Background: an optimization exercise with open tools, aiming at small area, a short achievable clock period and few clock cycles. Do not read the settings as production practice.
Only simulation tests tie the RTL to the original design; equivalence was not proved.
Power and IR drop assume default switching activity.

$ cat flow/design.v
`timescale 1ns / 1ps
package cfr_pkg;
  localparam int CFR_MAX_LEN = 512;
  localparam int CFR_CHARS   = 256;
  localparam int CHAR_W      = 8;
  localparam int COUNT_W     = 10;
  localparam int POS_W       = 9;
  localparam logic [COUNT_W-1:0] COUNT_MAX  = 10'd1023;
  localparam logic [CHAR_W-1:0]  SPACE_BYTE = 8'h20;
  localparam logic [CHAR_W-1:0]  UPPER_A    = 8'h41;
  localparam logic [CHAR_W-1:0]  UPPER_Z    = 8'h5A;
  localparam logic [CHAR_W-1:0]  CASE_STEP  = 8'h20;
  localparam logic [1:0] KIND_LOAD  = 2'd0;
  localparam logic [1:0] KIND_FETCH = 2'd1;
  localparam logic [1:0] KIND_CLEAR = 2'd2;
  typedef struct packed {
    logic [1:0]        kind;
    logic [CHAR_W-1:0] char_byte;
  } cfr_req_t;
  typedef struct packed {
    logic [CHAR_W-1:0]  ranked_char;
    logic [COUNT_W-1:0] char_count;
    logic               group_end;
    logic               exhausted;
    logic               overflowed;
  } cfr_rsp_t;
  typedef enum logic [2:0] {
    ST_IDLE,
    ST_LOAD,
    ST_SCAN_ADDR,
    ST_SCAN_ORD,
    ST_SCAN_CNT,
    ST_REPLY
  } cfr_state_t;
  typedef enum logic [1:0] {
    PH_FIND,
    PH_LOOK,
    PH_DROP
  } cfr_phase_t;
  function automatic logic [CHAR_W-1:0] fold_byte(input logic [CHAR_W-1:0] b);
    logic [CHAR_W-1:0] r;
    r = b;
    if (b >= UPPER_A && b <= UPPER_Z) begin
      r = b + CASE_STEP;
    end
    fold_byte = r;
  endfunction
endpackage
`timescale 1ns / 1ps
module cfr_ram #(
  parameter int WIDTH = 8,
  parameter int DEPTH = 256
) (
  input  logic                     clk,
  input  logic                     we,
  input  logic [$clog2(DEPTH)-1:0] waddr,
  input  logic [WIDTH-1:0]         wdata,
  input  logic [$clog2(DEPTH)-1:0] raddr,
  output logic [WIDTH-1:0]         rdata
);
  logic [WIDTH-1:0] mem [DEPTH];
  always_ff @(posedge clk) begin
    if (we) begin
      mem[waddr] <= wdata;
    end
    rdata <= mem[raddr];
  end
endmodule
`timescale 1ns / 1ps
module char_frequency_ranker_core #(
  parameter int MAX_LEN = cfr_pkg::CFR_MAX_LEN
) (
  input  logic     clk,
  input  logic     rst,
  input  logic     req_valid,
  output logic     req_stall,
  input  cfr_pkg::cfr_req_t req_data,
  output logic     rsp_valid,
  input  logic     rsp_stall,
  output cfr_pkg::cfr_rsp_t rsp_data
);
  localparam int NE     = 229;
  localparam int CW     = cfr_pkg::COUNT_W;
  localparam int LEN_W  = $clog2(MAX_LEN + 1);
  localparam int TOT_W  = 8;
  localparam logic [LEN_W-1:0] LEN_ONE = 1;
  localparam logic [CW-1:0]    CNT_ONE = 1;
  localparam logic [TOT_W-1:0] TOT_ONE = 1;
  localparam int BS     = 16;                   
  localparam int NB     = (NE + BS - 1) / BS;   
  logic       q0_ld, q0_fe, q0_cl, q0_sp;
  logic [7:0] q0_ch;
  logic       q1_ld, q1_fe, q1_cl, q1_sp;
  logic [7:0] q1_ch;
  logic [1:0] qn;
  logic       push, pop;
  logic       in_ld, in_fe, in_cl, in_sp;
  logic [7:0] in_ch;
  assign req_stall = qn[1];
  assign push      = req_valid && !qn[1];
  assign in_ch     = cfr_pkg::fold_byte(req_data.char_byte);
  assign in_ld     = (req_data.kind == cfr_pkg::KIND_LOAD);
  assign in_fe     = (req_data.kind == cfr_pkg::KIND_FETCH);
  assign in_cl     = (req_data.kind == cfr_pkg::KIND_CLEAR);
  assign in_sp     = (req_data.char_byte == cfr_pkg::SPACE_BYTE);
  always_ff @(posedge clk) begin
    if (rst) begin
      qn <= 2'd0;
    end else begin
      qn <= qn + {1'b0, push} - {1'b0, pop};
    end
  end
  always_ff @(posedge clk) begin
    if (qn == 2'd2) begin
      if (pop) begin
        {q0_ld, q0_fe, q0_cl, q0_sp, q0_ch} <= {q1_ld, q1_fe, q1_cl, q1_sp, q1_ch};
      end
    end else if (push && (qn == 2'd0 || pop)) begin
      {q0_ld, q0_fe, q0_cl, q0_sp, q0_ch} <= {in_ld, in_fe, in_cl, in_sp, in_ch};
    end
    if (push && qn == 2'd1 && !pop) begin
      {q1_ld, q1_fe, q1_cl, q1_sp, q1_ch} <= {in_ld, in_fe, in_cl, in_sp, in_ch};
    end
  end
  logic [7:0]    ent_ch  [NE];
  logic [CW-2:0] ent_cnt [NE];    
  logic          ent0_hi;         
  logic [TOT_W-1:0] total;        
  logic [LEN_W-1:0] length;
  logic             overflow;
  logic [CW-1:0]    peak;
  logic          x_v;             
  logic          x_ld, x_fe, x_cl, x_sp;
  logic [7:0]    x_ch;
  logic [NE-1:0] x_match;         
  logic [NB-1:0] x_bany;          
  logic          x_any;           
  logic          x_done;          
  logic          x_adv;           
  logic          w_cnt;           
  logic          w_clr;           
  logic [7:0]    w_ch;
  logic [NE-1:0] w_we;            
  logic [CW-1:0] w_old;           
  logic [CW-1:0] w_new;
  logic [NE-1:0] valid;
  logic [NE-1:0] at_end;
  logic [NE-1:0] lk_match;        
  logic [CW-1:0] rd_cnt;          
  logic [CW-1:0] cnt_old;
  logic          ld_go;           
  logic          ld_take;         
  logic          do_count;        
  logic          do_append;
  logic          fwd;             
  logic          cl_go;
  assign ld_go     = x_v && x_ld;
  assign cl_go     = x_v && x_cl;
  assign ld_take   = ld_go && !length[LEN_W-1];    
  assign do_count  = ld_take && !x_sp;
  assign do_append = do_count && !x_any;
  assign fwd       = do_append && (x_ch == q0_ch);
  logic [15:0] t_heq, t_hgt, t_leq, t_lgt;
  logic [TOT_W-1:0] total_next;
  assign total_next = (rst || cl_go) ? '0 : do_append ? total + TOT_ONE : total;
  always_ff @(posedge clk) begin
    total <= total_next;
    for (int h = 0; h < 16; h++) begin
      t_heq[h] <= (total_next[7:4] == h);
      t_hgt[h] <= (total_next[7:4] > h);
      t_leq[h] <= (total_next[3:0] == h);
      t_lgt[h] <= (total_next[3:0] > h);
    end
  end
  for (genvar i = 0; i < NE; i++) begin : g_ent
    assign valid[i]    = t_hgt[i / 16] || (t_heq[i / 16] && t_lgt[i % 16]);
    assign at_end[i]   = t_heq[i / 16] && t_leq[i % 16];
    assign lk_match[i] = !cl_go && ((valid[i] && (ent_ch[i] == q0_ch)) || (fwd && at_end[i]));
  end
  for (genvar b = 0; b < CW-1; b++) begin : g_rd
    logic [NE-1:0] sel;
    for (genvar i = 0; i < NE; i++) begin : g_bit
      assign sel[i] = x_match[i] && ent_cnt[i][b];
    end
    assign rd_cnt[b] = |sel;
  end
  assign rd_cnt[CW-1] = x_match[0] && ent0_hi;
  assign cnt_old = (w_cnt && w_ch == x_ch) ? w_new : rd_cnt;
  for (genvar i = 0; i < NE; i++) begin : g_wch
    always_ff @(posedge clk) begin
      if (do_count && at_end[i]) begin
        ent_ch[i] <= x_ch;
      end
    end
  end
  always_ff @(posedge clk) begin
    if (rst || cl_go) begin
      length   <= '0;
      overflow <= 1'b0;
    end else if (ld_go) begin
      if (!ld_take) begin
        overflow <= 1'b1;
      end else begin
        length <= length + LEN_ONE;
      end
    end
  end
  always_ff @(posedge clk) begin
    if (rst) begin
      w_cnt <= 1'b0;
      w_clr <= 1'b0;
    end else begin
      w_cnt <= do_count;
      w_clr <= cl_go;
    end
  end
  always_ff @(posedge clk) begin
    w_ch  <= x_ch;
    w_old <= cnt_old;
    for (int i = 0; i < NE; i++) begin
      w_we[i] <= x_match[i] || at_end[i];
    end
  end
  assign w_new = w_old + CNT_ONE;
  for (genvar i = 0; i < NE; i++) begin : g_wcnt
    always_ff @(posedge clk) begin
      if (w_cnt && w_we[i]) begin
        ent_cnt[i] <= w_new[CW-2:0];
      end
    end
  end
  always_ff @(posedge clk) begin
    if (w_cnt && w_we[0]) begin
      ent0_hi <= w_new[CW-1];
    end
  end
  logic [CW-1:0] peak_next;
  assign peak_next = w_clr ? '0 : (w_cnt && w_old == peak) ? w_new : peak;
  always_ff @(posedge clk) begin
    if (rst) begin
      peak <= '0;
    end else begin
      peak <= peak_next;
    end
  end
  logic [CW-1:0] probe;           
  logic [NE-1:0] hit;
  logic [NE-1:0] cand;            
  logic [CW-1:0] cl;
  logic [NB-1:0] c_bany;          
  logic          cnz;             
  logic          cl_zero;         
  logic [CW-1:0] level;
  logic          gnz;             
  logic [NB-1:0] gb_any;          
  logic [CW-1:0] srv_level;
  logic          exh;
  logic [NE-1:0] grp;
  logic [NE-1:0] grp_rest;
  logic          last_of_grp;
  logic          restart;         
  logic          w_restart;       
  logic          fe_go;
  logic          fe_ok;
  logic          p_load;          
  for (genvar i = 0; i < NE; i++) begin : g_hit
    if (i == 0) begin : g0
      assign hit[i] = valid[i] && ({ent0_hi, ent_cnt[i]} == probe);
    end else begin : gn
      assign hit[i] = valid[i] && !probe[CW-1] && (ent_cnt[i] == probe[CW-2:0]);
    end
  end
  logic [NB-1:0] b_any;           
  logic [NB-1:0] b_two;           
  logic [NB-1:0] b_below;         
  logic [NB-1:0] b_first;         
  logic [NB-1:0][7:0] b_ch;       
  for (genvar k = 0; k < NB; k++) begin : g_blk
    localparam int LO = k * BS;
    localparam int N  = (NE - LO < BS) ? NE - LO : BS;
    logic [N-1:0] gg, gc;         
    logic [N-1:0] lbg, lbc;       
    logic [N-1:0] lf;
    assign gg = grp[LO +: N];
    assign gc = cand[LO +: N];
    for (genvar j = 0; j < N; j++) begin : g_lb
      if (j == 0) begin : g0
        assign lbg[j] = 1'b0;
        assign lbc[j] = 1'b0;
      end else begin : gn
        assign lbg[j] = |gg[j-1:0];
        assign lbc[j] = |gc[j-1:0];
      end
    end
    assign lf       = gnz ? (gg & ~lbg) : (gc & ~lbc);
    assign b_any[k] = gnz ? gb_any[k] : c_bany[k];
    assign b_two[k] = gnz ? |(gg & lbg) : |(gc & lbc);
    for (genvar b = 0; b < 8; b++) begin : g_ch
      logic [N-1:0] sel;
      for (genvar j = 0; j < N; j++) begin : g_bit
        assign sel[j] = lf[j] && ent_ch[LO+j][b];
      end
      assign b_ch[k][b] = |sel;
    end
    for (genvar j = 0; j < N; j++) begin : g_rest
      assign grp_rest[LO+j] = gnz ? (gg[j] && (lbg[j] || b_below[k]))
                                  : (gc[j] && (lbc[j] || b_below[k]));
    end
  end
  for (genvar k = 0; k < NB; k++) begin : g_bb
    if (k == 0) begin : g0
      assign b_below[k] = 1'b0;
    end else begin : gn
      assign b_below[k] = |b_any[k-1:0];
    end
  end
  assign b_first     = b_any & ~b_below;
  assign last_of_grp = ~(|b_two || |(b_any & b_below));
  assign cnz       = |c_bany;
  assign srv_level = gnz ? level : cl;
  assign exh       = !gnz && !cnz && cl_zero;
  assign restart   = ld_go || cl_go || w_restart;
  assign fe_go     = x_v && x_fe && (gnz || cnz || exh) && fe_ok;
  assign x_done    = !x_fe || ((gnz || cnz || exh) && fe_ok);
  assign x_adv     = !x_v || x_done;
  assign pop       = (qn != 2'd0) && x_adv;
  assign p_load    = !cnz || (fe_go && !gnz);
  always_ff @(posedge clk) begin
    if (rst) begin
      x_v       <= 1'b0;
      w_restart <= 1'b0;
    end else begin
      if (x_adv) x_v <= (qn != 2'd0);
      w_restart <= ld_go || cl_go;
    end
  end
  always_ff @(posedge clk) begin
    if (x_adv) begin
      {x_ld, x_fe, x_cl, x_sp, x_ch} <= {q0_ld, q0_fe, q0_cl, q0_sp, q0_ch};
    end
  end
  logic [NB*BS-1:0] lk_pad, hit_pad;
  assign lk_pad  = {{(NB*BS-NE){1'b0}}, lk_match};
  assign hit_pad = {{(NB*BS-NE){1'b0}}, hit};
  always_ff @(posedge clk) begin
    x_match <= lk_match;
    for (int k = 0; k < NB; k++) begin
      x_bany[k] <= |lk_pad[k*BS +: BS];
    end
  end
  assign x_any = |x_bany;
  always_ff @(posedge clk) begin
    if (rst) begin
      probe   <= '0;
      c_bany  <= '0;
      cl_zero <= 1'b1;
      gnz     <= 1'b0;
    end else if (restart) begin
      probe   <= peak_next;
      c_bany  <= '0;
      cl_zero <= 1'b0;
      gnz     <= 1'b0;
    end else begin
      if (p_load) begin
        probe   <= (probe == '0) ? probe : probe - CNT_ONE;
        for (int k = 0; k < NB; k++) begin
          c_bany[k] <= |hit_pad[k*BS +: BS];
        end
        cl_zero <= (probe == '0);
      end
      if (fe_go && !exh) begin
        gnz    <= !last_of_grp;
        gb_any <= (b_first & b_two) | (b_any & ~b_first);
      end
    end
  end
  always_ff @(posedge clk) begin
    if (p_load) begin
      cand <= hit;
      cl   <= probe;
    end
    if (fe_go) begin
      grp   <= grp_rest;
      level <= srv_level;
    end
  end
  logic          p_v;
  logic          p_exh;
  logic [NB-1:0] p_first;
  logic [NB-1:0][7:0] p_ch;
  logic [CW-1:0] p_level;
  logic          p_last;
  logic          p_ovf;
  always_ff @(posedge clk) begin
    if (rst) begin
      p_v <= 1'b0;
    end else begin
      p_v <= fe_go;
    end
  end
  always_ff @(posedge clk) begin
    p_exh   <= exh;
    p_first <= b_first;
    p_ch    <= b_ch;
    p_level <= srv_level;
    p_last  <= last_of_grp;
    p_ovf   <= overflow;
  end
  logic [7:0] p_char;
  for (genvar b = 0; b < 8; b++) begin : g_fc
    logic [NB-1:0] sel;
    for (genvar k = 0; k < NB; k++) begin : g_bit
      assign sel[k] = p_first[k] && p_ch[k][b];
    end
    assign p_char[b] = |sel;
  end
  cfr_pkg::cfr_rsp_t pnew;
  assign pnew = p_exh ? {8'h00, 10'd0, 1'b0, 1'b1, p_ovf}
                      : {p_char, p_level, p_last, 1'b0, p_ovf};
  cfr_pkg::cfr_rsp_t o0, o1, o2;
  logic              o0_v, o1_v, o2_v;
  logic              o_pop;
  assign o_pop = o0_v && !rsp_stall;
  assign fe_ok = ({2'b0, o0_v} + {2'b0, o1_v} + {2'b0, o2_v} + {2'b0, p_v}) <= 3'd2;
  always_ff @(posedge clk) begin
    if (rst) begin
      o0_v <= 1'b0;
      o1_v <= 1'b0;
      o2_v <= 1'b0;
    end else if (o_pop) begin
      o0_v <= o1_v || p_v;
      o1_v <= o2_v || (o1_v && p_v);
      o2_v <= o2_v && p_v;
    end else begin
      o0_v <= o0_v || p_v;
      o1_v <= o1_v || (o0_v && p_v);
      o2_v <= o2_v || (o1_v && p_v);
    end
  end
  always_ff @(posedge clk) begin
    if (o_pop) begin
      o0 <= o1_v ? o1 : pnew;
      o1 <= o2_v ? o2 : pnew;
      o2 <= pnew;
    end else begin
      if (!o0_v) o0 <= pnew;
      if (!o1_v) o1 <= pnew;
      if (!o2_v) o2 <= pnew;
    end
  end
  assign rsp_valid = o0_v;
  assign rsp_data  = o0;
endmodule
`timescale 1ns / 1ps
module cfr_top (
  input  logic       clk,
  input  logic       rst,
  input  logic       req_valid,
  output logic       req_stall,
  input  logic [1:0] req_kind,
  input  logic [7:0] req_char,
  output logic       rsp_valid,
  input  logic       rsp_stall,
  output logic [7:0] rsp_char,
  output logic [9:0] rsp_count,
  output logic       rsp_group_end,
  output logic       rsp_exhausted,
  output logic       rsp_overflowed
);
  cfr_pkg::cfr_req_t req_data;
  cfr_pkg::cfr_rsp_t rsp_data;
  assign req_data.kind      = req_kind;
  assign req_data.char_byte = req_char;
  char_frequency_ranker_core u_core (
    .clk       (clk),
    .rst       (rst),
    .req_valid (req_valid),
    .req_stall (req_stall),
    .req_data  (req_data),
    .rsp_valid (rsp_valid),
    .rsp_stall (rsp_stall),
    .rsp_data  (rsp_data)
  );
  assign rsp_char       = rsp_data.ranked_char;
  assign rsp_count      = rsp_data.char_count;
  assign rsp_group_end  = rsp_data.group_end;
  assign rsp_exhausted  = rsp_data.exhausted;
  assign rsp_overflowed = rsp_data.overflowed;
endmodule
$ cat flow/run.sh
#!/bin/bash
# synth_recipe.tcl (not shown) runs the flow's synth.tcl, then flattens the netlist and writes it again
# the make line also repeats each setting of config.mk as NAME=value (left out here)
make -C /OpenROAD-flow-scripts/flow DESIGN_CONFIG=/design/flow/config.mk WORK_HOME=/design/flow/orfs CLKGATE_MAP_FILE= SYNTH_SCRIPT=/design/flow/synth_recipe.tcl finish
$ cat flow/config.mk
export PLATFORM = sky130hd
export DESIGN_NAME = cfr_top
export DESIGN_NICKNAME = cfr_top
export VERILOG_FILES = /design/flow/design.v
export SDC_FILE = /design/flow/constraint.sdc
export NUM_CORES = 4
export LEC_CHECK = 0
export CAP_MARGIN = 40
export CORE_MARGIN = 2
export CORE_UTILIZATION = 22
export PLACE_DENSITY = 0.35
export SETUP_SLACK_MARGIN = 4.2
export SLEW_MARGIN = 40
$ cat flow/constraint.sdc
create_clock -name core_clock -period 8.0 [get_ports {clk}]
set_input_delay 1.6000 -clock core_clock [delete_from_list [all_inputs] [get_ports {clk}]]
set_output_delay 1.6000 -clock core_clock [all_outputs]
set_load 0.01 [all_outputs]
==> results of run 1 <==
## power groups by stage
stage	Clock, W	Combinational [W]	Sequential, W
floorplan	0	0.0118	0.0346
global placement	0	0.0234	0.0366
detailed placement	0	0.0238	0.0365
CTS	0.0327	0.0246	0.0359
global route	0.0336	0.0259	0.0362
finish	0.0324	0.0252	0.0362
## how the worst max path moves through the flow
stage                                            to                   startpoint  cells after the start  slack [ns]
after detailed placement    u_core.p_ch[64]$_DFF_P_      u_core.gnz$_SDFFE_PP0P_                     10        3.05
after global placement    u_core.x_bany[13]$_DFF_P_     u_core.x_bany[8]$_DFF_P_                     11        1.29
after CTS                   u_core.p_ch[64]$_DFF_P_      u_core.gnz$_SDFFE_PP0P_                      9        3.97
after floorplan           u_core.grp[100]$_DFFE_PN_       u_core.o0_v$_SDFF_PP0_                      6        2.45
final                       u_core.w_old[7]$_DFF_P_  u_core.x_match[120]$_DFF_P_                      7        3.80
after global routing        u_core.p_ch[56]$_DFF_P_      u_core.gnz$_SDFFE_PP0P_                     10        4.11
## state kept, by name, summed over array words and instances, names as in the netlist, 15 cells and up
name / count
u_core.p_first: 15
u_core.p_ch: 120
u_core.o2: 21
u_core.o1: 21
u_core.t_leq: 16
u_core.grp: 228
u_core.ent_cnt: 2061
u_core.t_heq: 15
u_core.t_lgt: 15
u_core.cand: 229
u_core.gb_any: 15
u_core.x_match: 229
u_core.w_we: 229
u_core.c_bany: 15
u_core.t_hgt: 15
u_core.o0: 21
u_core.ent_ch: 1832
u_core.x_bany: 15
## routing by layer
layer	GRT usage	up-vias
met5	0	-
met4	0.266	98
met3	0.103	3450
met2	0.527	15400
met1	0.489	114000
li1	-	77200
## critical path, delay by kind of cell (launching register included)
family,cells,cell delay [ns]
flip-flops,1,0.31
AO/OA/AOI/OAI,1,0.65
buffers and inverters,1,0.30
multiplexers,1,0.31
AND/OR/NAND/NOR,4,2.50
## cell type report
class | count | area (µm²) | share of cell area
antenna | 559 | 1400 | 0.00459
inverter | 178 | 704 | 0.00231
timing repair buffer | 1615 | 16600 | 0.0545
timing repair inverter | 2 | 17.5 | 0.0000575
clock inverter | 306 | 3420 | 0.0112
tap | 14800 | 18500 | 0.0607
multi-input combinational | 12800 | 94900 | 0.311
clock buffer | 961 | 19200 | 0.0630
sequential | 5251 | 150000 | 0.492
## stage by stage
step / total power [W] / area (µm²) / util / worst slack (ns) / std cells
detailed placement: 0.0603 / 277000 / 0.250 / 3.05 / 34500
global placement: 0.0600 / 271000 / 0.244 / 1.29 / 34300
CTS: 0.0932 / 302000 / 0.272 / 3.97 / 35800
finish: 0.0938 / 305000 / 0.275 / 3.80 / 36400
floorplan: 0.0464 / 245000 / - / 2.45 / 19400
global route: 0.0957 / 304000 / 0.274 / 4.11 / 36000
## logic make-up after synthesis
group,count (synthesis),synth area share
AO/OA/AOI/OAI,3489,0.106
XOR/XNOR,3953,0.142
adder cells (fa/ha/maj),53,0.00232
buffers and inverters,1373,0.0228
flip-flops,5251,0.612
multiplexers,72,0.00316
AND/OR/NAND/NOR,5215,0.113
## cell usage in the layout (no fill, tap or decap), types with 104 or more instances in the layout
cell type  count
a21oi_1      433
a221oi_1     306
a222oi_1     176
a22o_1       283
a22oi_1      679
and2_1       207
buf_12       127
buf_4       1160
clkbuf_1     190
clkbuf_16    708
clkinv_2     104
dfxtp_1      631
dfxtp_2      126
diode_2      559
edfxtp_1    4443
inv_1        174
nand2_1     1072
nand2b_1     268
nand3_1      545
nand4_1      667
nor2_1       599
nor2_2       121
nor3_1       267
nor4_1       666
nor4_2       185
o21ai_0      393
o311ai_0     109
xnor2_1     1553
xor2_1      2372
## timing repair
item                       in CTS  in global routing
pin swaps                      47                 21
setup endpoints to repair     856                120
buffers inserted               65                 24
cloned                          5                  8
resized for setup             269                101
==> flow_metrics.env, run 1 <==
export IMPL_synth_edff_count=4443
export IMPL_cts_buffer_depth=5
export IMPL_cts_buffers=685
export IMPL_seqPwrFrac=0.386
export IMPL_worstHoldEndpoint="u_core.p_ovf$_DFF_P_"
export IMPL_required_ns=9.11
export IMPL_drv_cap=0
export IMPL_core_mm2=1.11
export IMPL_synth_area_leader_cell="edfxtp_1"
export IMPL_grt_ovfl_total=0
export IMPL_dieArea_mm2=1.12
export IMPL_arrival_ns=5.30
export IMPL_syn_nets=19400
export IMPL_synth_avg_cell_area_um2=12.6
export IMPL_clk_pin_slew_ns=0.07
export IMPL_yosysMostFrequentCell="edfxtp_1"
export IMPL_slowest_stage="nand4_1"
export IMPL_r2r_start="u_core.x_match[120]$_DFF_P_"
export IMPL_timing_fmax_ghz=0.238
export IMPL_htreeDepth=6
export IMPL_slowest_delay_ns=0.82
export IMPL_async_reset_ff_frac=0
export IMPL_synthCells=19400
export IMPL_peakVddDrop_mv=0.247
export IMPL_cp_start_kind="register"
export IMPL_synth_main_ff_cell="edfxtp_1"
export IMPL_gp_congestion=1.10
export IMPL_fillCellCount=114000
export IMPL_internal_power_w=0.0580
export IMPL_outcome="no timing/DRC/antenna violations"
export IMPL_crit_top_cell="nand4_1"
export IMPL_synthTopCellsByArea="edfxtp_1, xor2_1, dfxtp_1"
export IMPL_cts_root_buf="clkbuf_16"
export IMPL_vias=210000
export IMPL_drtPass1Iterations=7
export IMPL_drt_met1_wl_mm=904
export IMPL_leakage_nw=96.7
export IMPL_grt_pass1_wl_mm=2600
export IMPL_insertion_delay_ns=1.25
export IMPL_synth_yosys_seq_area_share=0.612
export IMPL_min_path_type="reg -> reg"
export IMPL_dp_hpwl_mm=1730
export IMPL_ctsHoldBuffers=0
export IMPL_reg2reg_depth=7
export IMPL_setup_worst_path_end_class="register"
export IMPL_final_setup_tns_ns=0
export IMPL_tightest_slew_ns=1.30
export IMPL_cts_tree="yes"
export IMPL_drc=0
export IMPL_rows=387
export IMPL_grt_max_degree=120
export IMPL_rsz0062_at_grt="yes"
export IMPL_dieWidth_mm=1.06
export IMPL_combPwrFrac=0.268
export IMPL_met2WireLength_mm=885
export IMPL_syn_area_mm2=0.245
export IMPL_synth_top_area_frac=0.545
export IMPL_grt_pass1_vias=185000
export IMPL_num_nets_final=20500
export IMPL_top_layer="met5"
export IMPL_avgRoutedWirePerCell_um=59.8
export IMPL_hold_viol_final=0
export IMPL_route_met3_wl_mm=201
export IMPL_track_usage=0.373
export IMPL_setup_viol=0
export IMPL_holdPathStages=0
export IMPL_timing_hold_ws_ns=0.374
export IMPL_path_cells="buf_4 > a22oi_1 > nand4_1 > or4_1 > nor4_4 > nand4_1 > mux2_2"
export IMPL_worstHoldStart="u_core.overflow$_SDFFE_PP0P_"
export IMPL_synth_distinct_cells=104
export IMPL_swShare=0.382
export IMPL_rr_endpoint="u_core.w_old[7]$_DFF_P_"
export IMPL_synth_common_cells="edfxtp_1, xor2_1, xnor2_1"
export IMPL_start_util=0.220
export IMPL_io_pins=37
export IMPL_p_per_area_mw_per_mm2=308
export IMPL_ant_nets=0
export IMPL_port_buffers=36
export IMPL_switchingPower_w=0.0358
export IMPL_max_slew_margin=0.134
export IMPL_drive_gt1_frac=0.179
export IMPL_rrSetupSlack_ns=3.80
export IMPL_clockPowerShare=0.345
export IMPL_finClkSkew_ns=0.128
export IMPL_cts_sinks=5251
export IMPL_yosys_register_bits=5251
export IMPL_drt_iter0_markers=35800
export IMPL_wl_mm=2180
export IMPL_syn_to_final_growth_pct=24.6
export IMPL_viasPerCell=5.76
export IMPL_die_y_mm=1.06
export IMPL_timing_final_crit_share=0.525
export IMPL_antenna_found_initial=624
export IMPL_yosysWarnings=3
export IMPL_crit_fanout=10
export IMPL_criticalPathCategory="reg -> reg"
export IMPL_drv_slew=0
export IMPL_finalCriticalPeriod_ns=4.20
Testbench counts, summed over its fixed seeds: cycles 24,942.
==> run 2, diff against run 1 <==
--- a/flow/config.mk
+++ b/flow/config.mk
@@ -11,3 +11,4 @@
 export PLACE_DENSITY = 0.35
 export SETUP_SLACK_MARGIN = 4.2
 export SLEW_MARGIN = 40
+export TNS_END_PERCENT = 10
==> flow_metrics.env, run 2 <==
export IMPL_htreeDepth=6
export IMPL_final_cell_mix="edfxtp_1, xor2_1, xnor2_1, buf_4, nand2_1"
export IMPL_largest_register="u_core.ent_cnt"
export IMPL_min_path_type="reg -> reg"
export IMPL_synth_edff_count=4443
export IMPL_seq_area_mm2=0.150
export IMPL_insertion_delay_ns=1.21
export IMPL_leakage_nw=95.8
export IMPL_swShare=0.381
export IMPL_dieArea_mm2=1.12
export IMPL_cts_buffers=675
export IMPL_finalCriticalPeriod_ns=4.29
export IMPL_criticalPathCategory="reg -> reg"
export IMPL_r2r_start="u_core.probe[7]$_SDFFE_PP0P_"
export IMPL_switchingPower_w=0.0354
export IMPL_grt_pass1_vias=184000
export IMPL_ant_nets=0
export IMPL_antenna_found_initial=605
export IMPL_grt_pass1_wl_mm=2520
export IMPL_path_cells="buf_12 > buf_4 > xor2_1 > nor4_4 > nand2_1 > nor4_1 > buf_4 > nor4_1 > and4_1 > a21oi_1"
export IMPL_core_mm2=1.11
export IMPL_synth_common_cells="edfxtp_1, xor2_1, xnor2_1"
export IMPL_drt_iter0_markers=35500
export IMPL_fillCellCount=114000
export IMPL_syn_to_final_growth_pct=23.8
export IMPL_synth_area_leader_cell="edfxtp_1"
export IMPL_synth_yosys_seq_area_share=0.612
export IMPL_p_per_area_mw_per_mm2=307
export IMPL_viasPerCell=5.75
export IMPL_cts_sinks=5251
export IMPL_synthCells=19400
export IMPL_finalNonFillerCells=36300
export IMPL_reg2reg_depth=10
export IMPL_rsz0062_at_grt="yes"
export IMPL_layout_commonest_cell="edfxtp_1"
export IMPL_cp_start_kind="register"
export IMPL_gp_congestion=1.11
export IMPL_dieWidth_mm=1.06
export IMPL_outcome="no timing/DRC/antenna violations"
export IMPL_crit_fanout=30
export IMPL_seqPwrFrac=0.387
export IMPL_yosysMostFrequentCell="edfxtp_1"
export IMPL_max_slew_margin=0.220
export IMPL_synth_distinct_cells=104
export IMPL_drive_gt1_frac=0.172
export IMPL_arrival_ns=5.42
export IMPL_internal_power_w=0.0575
export IMPL_grtUsageMet3=0.120
export IMPL_clk_pin_slew_ns=0.06
export IMPL_cts_buffer_depth=5
export IMPL_largestRegisters="u_core.ent_cnt x2061, u_core.ent_ch x1832"
export IMPL_vias=209000
export IMPL_largest_reg_flops=2061
export IMPL_wl_mm=2100
export IMPL_combPwrFrac=0.274
export IMPL_drtPass1Iterations=9
export IMPL_cts_root_buf="clkbuf_16"
export IMPL_drv_slew=0
export IMPL_tightest_slew_ns=1.17
export IMPL_timing_hold_ws_ns=0.368
export IMPL_grt_max_degree=103
export IMPL_start_util=0.220
export IMPL_hold_viol_final=0
export IMPL_setup_viol=0
export IMPL_multi_input_area_mm2=0.0947
export IMPL_cts_tree="yes"
export IMPL_port_buffers=36
export IMPL_timing_fmax_ghz=0.233
export IMPL_synth_main_ff_cell="edfxtp_1"
export IMPL_slowest_stage="nor4_4"
export IMPL_track_usage=0.359
export IMPL_setup_worst_path_end_class="register"
export IMPL_yosysWarnings=3
export IMPL_die_y_mm=1.06
export IMPL_slowest_delay_ns=0.71
export IMPL_drc=0
export IMPL_worstHoldEndpoint="u_core.p_ovf$_DFF_P_"
export IMPL_dp_cells=34400
export IMPL_synth_top_area_frac=0.545
export IMPL_avgRoutedWirePerCell_um=58.0
export IMPL_holdPathStages=0
export IMPL_async_reset_ff_frac=0
export IMPL_syn_area_mm2=0.245
export IMPL_num_nets_final=20500
export IMPL_grt_ovfl_total=0
export IMPL_io_pins=37
export IMPL_required_ns=9.12
export IMPL_syn_nets=19400
export IMPL_rr_endpoint="u_core.c_bany[9]$_SDFFE_PP0P_"
export IMPL_grt_met2_usage=0.506
export IMPL_use_met1=0.457
export IMPL_ctsHoldBuffers=0
export IMPL_synthTopCellsByArea="edfxtp_1, xor2_1, dfxtp_1"
export IMPL_yosys_register_bits=5251
export IMPL_rows=387
export IMPL_synth_avg_cell_area_um2=12.6
export IMPL_worstHoldStart="u_core.overflow$_SDFFE_PP0P_"
export IMPL_timing_final_crit_share=0.536
export IMPL_dp_hpwl_mm=1660
export IMPL_clockPowerShare=0.339
export IMPL_finClkSkew_ns=0.120
export IMPL_drv_cap=0
export IMPL_rrSetupSlack_ns=3.71
export IMPL_peakVddDrop_mv=0.227
export IMPL_grt_busiest_layer="met2"
## run 2: final cells by class
cell class	count	area share
Inverter	178	0.00233
Clock inverter	304	0.00993
Sequential cell	5251	0.495
Timing Repair Buffer	1545	0.0524
Timing Repair inverter	2	0.0000578
Multi-Input combinational cell	12800	0.313
Tap cell	14800	0.0611
Antenna cell	520	0.00430
Clock buffer	932	0.0623
## run 2: cells by family after synthesis
kind of cell / Yosys count / share of synthesized area
XOR/XNOR: 3953 / 0.142
buffers and inverters: 1373 / 0.0228
flip-flops: 5251 / 0.612
AO/OA/AOI/OAI: 3489 / 0.106
AND/OR/NAND/NOR: 5215 / 0.113
multiplexers: 72 / 0.00316
adder cells (fa/ha/maj): 53 / 0.00232
## run 2: worst max-delay path by stage
stage                            startpoint                       endpoint  slack (ns)  cells past startpoint
3_5_place_dp        u_core.x_v$_SDFFE_PP0P_       u_core.x_bany[0]$_DFF_P_        2.63                     13
2_1_floorplan        u_core.o0_v$_SDFF_PP0_      u_core.grp[100]$_DFFE_PN_        2.45                      6
6_report       u_core.probe[7]$_SDFFE_PP0P_  u_core.c_bany[9]$_SDFFE_PP0P_        3.71                     10
5_1_grt            u_core.t_lgt[11]$_DFF_P_  u_core.c_bany[7]$_SDFFE_PP0P_        3.97                      9
4_1_cts            u_core.x_bany[1]$_DFF_P_       u_core.x_bany[0]$_DFF_P_        4.05                     12
3_3_place_gp      u_core.x_bany[10]$_DFF_P_       u_core.x_bany[0]$_DFF_P_       -0.90                      9
## run 2: worst max-delay path: cells and delay by family (launching register included)
kind,cells,cell delay (ns)
simple gates,5,1.95
buf+inv,3,1.09
flops,1,0.48
compound gates,1,0.22
xor+xnor,1,0.18
## run 2: per-stage QoR
| step | area (µm²) | power (W) | setup WS, ns | setup TNS, ns | utilization |
|---|---|---|---|---|---|
| after floorplan | 245000 | 0.0464 | 2.45 | 0 | - |
| after global placement | 270000 | 0.0595 | -0.902 | -0.902 | 0.243 |
| after detailed placement | 275000 | 0.0598 | 2.63 | 0 | 0.248 |
| after CTS | 300000 | 0.0922 | 4.05 | 0 | 0.271 |
| after global routing | 302000 | 0.0948 | 3.97 | 0 | 0.272 |
| final | 303000 | 0.0929 | 3.71 | 0 | 0.273 |
## run 2: timing repair
item | in CTS | in global routing
pin swaps | 39 | 16
buffers inserted | 79 | 35
setup endpoints to repair | 686 | 379
cloned | 9 | 10
gates resized for setup | 363 | 61
## run 2: metal layers
layer / wire length, µm / part of all wire / vias to the layer above
met5: 1060 / 0.00050 / -
met4: 184000 / 0.087 / 150
met3: 213000 / 0.10 / 3680
met2: 854000 / 0.41 / 15200
met1: 852000 / 0.40 / 112000
li1: - / - / 77000
## run 2: power by group through the flow
stage,Sequential [W],Clock (W),Combinational (W)
floorplan,0.0346,0,0.0118
global placement,0.0364,0,0.0231
detailed placement,0.0363,0,0.0235
CTS,0.0357,0.0318,0.0247
global route,0.0360,0.0328,0.0261
finish,0.0359,0.0315,0.0254
==> run 3, diff against run 2 <==
--- a/flow/config.mk
+++ b/flow/config.mk
@@ -9,6 +9,5 @@
 export CORE_MARGIN = 2
 export CORE_UTILIZATION = 22
 export PLACE_DENSITY = 0.35
-export SETUP_SLACK_MARGIN = 4.2
+export SETUP_SLACK_MARGIN = 4.0
 export SLEW_MARGIN = 40
-export TNS_END_PERCENT = 10
==> flow_metrics.env, run 3 <==
export IMPL_syn_area_mm2=0.245
export IMPL_arrival_ns=5.42
export IMPL_grt_pass1_wl_mm=2450
export IMPL_layout_commonest_cell="edfxtp_1"
export IMPL_timing_fmax_ghz=0.230
export IMPL_min_path_type="reg -> reg"
export IMPL_cts_root_buf="clkbuf_16"
export IMPL_htreeDepth=6
export IMPL_clk_pin_slew_ns=0.07
export IMPL_dieArea_mm2=1.12
export IMPL_fin_util=0.271
export IMPL_synthCells=19400
export IMPL_holdPathStages=0
export IMPL_grt_ovfl_total=0
export IMPL_vias=211000
export IMPL_largest_register="u_core.ent_cnt"
export IMPL_core_mm2=1.11
export IMPL_setup_worst_path_end_class="register"
export IMPL_synth_avg_cell_area_um2=12.6
export IMPL_cts_buffer_depth=5
export IMPL_port_buffers=36
export IMPL_syn_to_final_growth_pct=23.0
export IMPL_ant_nets=0
export IMPL_setup_viol=0
export IMPL_finalCriticalPeriod_ns=4.35
export IMPL_synth_distinct_cells=104
export IMPL_synth_main_ff_cell="edfxtp_1"
export IMPL_cts_tree="yes"
export IMPL_worstHoldStart="u_core.overflow$_SDFFE_PP0P_"
export IMPL_dp_hpwl_mm=1610
export IMPL_grt_pass1_vias=184000
export IMPL_rrSetupSlack_ns=3.65
export IMPL_drt_iter0_markers=35600
export IMPL_max_slew_margin=0.214
export IMPL_crit_fanout=8
export IMPL_final_setup_tns_ns=0
export IMPL_leakage_nw=94.7
export IMPL_synth_area_leader_cell="edfxtp_1"
export IMPL_largest_reg_flops=2061
export IMPL_rows=387
export IMPL_wl_mm=2040
export IMPL_synth_yosys_seq_area_share=0.612
export IMPL_final_area_mm2=0.301
export IMPL_yosysMostFrequentCell="edfxtp_1"
export IMPL_track_usage=0.348
export IMPL_synth_top_area_frac=0.545
export IMPL_cts_sinks=5251
export IMPL_worstHoldEndpoint="u_core.p_ovf$_DFF_P_"
export IMPL_grt_max_degree=96
export IMPL_timing_final_crit_share=0.544
export IMPL_p_total_w=0.0921
export IMPL_rsz0062_at_grt="yes"
export IMPL_antenna_found_initial=603
export IMPL_drive_gt1_frac=0.163
export IMPL_synthTopCellsByArea="edfxtp_1, xor2_1, dfxtp_1"
export IMPL_fillCellCount=114000
export IMPL_hold_viol_final=0
export IMPL_largestRegisters="u_core.ent_cnt x2061, u_core.ent_ch x1832"
export IMPL_reg2reg_depth=10
export IMPL_num_nets_final=20300
export IMPL_timing_hold_ws_ns=0.376
export IMPL_async_reset_ff_frac=0
export IMPL_p_per_area_mw_per_mm2=306
export IMPL_yosysWarnings=3
export IMPL_outcome="no timing/DRC/antenna violations"
export IMPL_start_util=0.220
export IMPL_gp_congestion=1.15
export IMPL_die_y_mm=1.06
export IMPL_tightest_slew_ns=1.18
export IMPL_final_cell_mix="edfxtp_1, xor2_1, xnor2_1, nand2_1, buf_4"
export IMPL_avgRoutedWirePerCell_um=56.2
export IMPL_syn_nets=19400
export IMPL_r2r_start="u_core.x_match[123]$_DFF_P_"
export IMPL_io_pins=37
export IMPL_synth_edff_count=4443
export IMPL_drv_slew=0
export IMPL_placed_cell_area_mm2=0.274
export IMPL_drv_cap=0
export IMPL_cts_buffers=674
export IMPL_rr_endpoint="u_core.w_old[2]$_DFF_P_"
export IMPL_finClkSkew_ns=0.112
export IMPL_criticalPathCategory="reg -> reg"
export IMPL_dieWidth_mm=1.06
export IMPL_cp_start_kind="register"
export IMPL_yosys_register_bits=5251
export IMPL_drtPass1Iterations=7
export IMPL_insertion_delay_ns=1.20
export IMPL_drc=0
export IMPL_peakVddDrop_mv=0.267
export IMPL_required_ns=9.07
export IMPL_synth_common_cells="edfxtp_1, xor2_1, xnor2_1"
export IMPL_viasPerCell=5.81
==> run 3: changes by cell type in the layout (fill, tap and decap cells not counted), sizes merged, moves of 4 or more <==
| cell | change |
|---|---|
| buf | -142 |
| bufbuf | -6 |
| bufinv | +8 |
| clkbuf | -6 |
| clkinv | -4 |
| diode | +101 |
==> run 3: worst max-delay path by stage <==
stage / cells past startpoint / to / start
after detailed placement: 11 / u_core.p_last$_DFF_P_ / u_core.gnz$_SDFFE_PP0P_
after global placement: 9 / u_core.x_bany[1]$_DFF_P_ / u_core.x_bany[1]$_DFF_P_
after floorplan: 4 / u_core.ent_cnt[0][7]$_DFFE_PP_ / u_core.w_old[2]$_DFF_P_
after CTS: 11 / u_core.x_bany[1]$_DFF_P_ / u_core.q0_ch[1]$_DFFE_PP_
after global routing: 9 / u_core.w_old[2]$_DFF_P_ / u_core.ent_cnt[25][2]$_DFFE_PP_
final: 10 / u_core.w_old[2]$_DFF_P_ / u_core.x_match[123]$_DFF_P_
==> run 3: cell type report <==
| cell class | instances | area (µm²) | area share |
|---|---|---|---|
| Antenna cell | 621 | 1550 | 0.00517 |
| Tap cell | 14800 | 18500 | 0.0615 |
| Clock inverter | 309 | 3450 | 0.0115 |
| Timing Repair Buffer | 1388 | 13600 | 0.0453 |
| Clock buffer | 935 | 18900 | 0.0629 |
| Inverter | 178 | 714 | 0.00238 |
| Timing Repair inverter | 1 | 11.3 | 0.0000374 |
| Sequential cell | 5251 | 150000 | 0.498 |
| Multi-Input combinational cell | 12800 | 94200 | 0.313 |
==> run 3: routing by layer <==
| layer | share of wire | track usage | up-vias |
|---|---|---|---|
| met1 | 0.40 | 0.438 | 113000 |
| li1 | - | - | 76800 |
| met2 | 0.41 | 0.492 | 16900 |
| met4 | 0.090 | 0.265 | 116 |
| met3 | 0.10 | 0.115 | 4055 |
| met5 | 0.00063 | 0.00378 | - |
==> run 3: report_power, final <==
part	switching [W]	internal, W
clock	0.0138	0.0182
combinational	0.0171	0.00672
sequential	0.00381	0.0325
==> run 3: cells by family (layout without fill, tap and decap cells) <==
logic type               Yosys count  count (layout)  synth area share
AND/OR/NAND/NOR                 5215            5215             0.113
buffers and inverters           1373            2811            0.0228
XOR/XNOR                        3953            3953             0.142
other                              0             621                 0
multiplexers                      72              72           0.00316
AO/OA/AOI/OAI                   3489            3489             0.106
adder cells (fa/ha/maj)           53              53           0.00232
flip-flops                      5251            5251             0.612
==> run 3: stage by stage <==
stage                     setup WS [ns]  instances
after floorplan                    2.42      19400
after global placement           -0.521      34100
after detailed placement           2.89      34300
after CTS                          3.89      35600
after global routing               3.88      35800
final                              3.65      36200
==> run 3: critical path, cell delays in order (launching register included) <==
cell and delay, ns:
dfxtp_1 0.34, buf_4 0.27, a22o_4 0.39, a221oi_2 0.23, buf_4 0.21, nand4_1 0.51
or4_4 0.76, nor4_2 0.27, buf_4 0.29, nand4_1 0.43, mux2_4 0.46
==> run 3: timing repair <==
item                                    in CTS  in global routing
pin swaps                                   29                  9
endpoints found under the hold margin        0                  0
setup buffers                               45                  7
hold buffers                                 0                  0
endpoints found under the setup margin     497                130
gates cloned                                 2                  1
gates resized for setup                    177                 66

==> what the ideal ports hide <==
The flow's constraints put no driver on any port. The routed layouts listed below were extracted and timed again, unchanged, in two steps. Step 1 assumes that a clkbuf_16 drives the clock port and a buf_2 every other input. Step 2 adds t to the input delays and takes it off the output delays; t is the mean of the earliest and latest rising clock arrival at the registers after step 1. Input paths then give back, and output paths get back, about the clock's delay inside the block. a / b / c = ideal ports / drivers / drivers and shift; a / b = the first two.
| run | shift t [ns] | setup slack, ns | latest minus earliest clock arrival (ns) |
|---|---|---|---|
| run 1 | 1.357 | 3.804 / 3.804 / 3.567 | 0.140 / 0.139 |
| run 2 | 1.304 | 3.709 / 3.709 / 3.406 | 0.125 / 0.125 |
| run 3 | 1.309 | 3.647 / 3.647 / 3.638 | 0.125 / 0.126 |
After both steps every run listed still meets setup and hold. The setup slack of run 2, which loses most, moves by 0.000 ns with the drivers and by -0.303 ns with both steps.
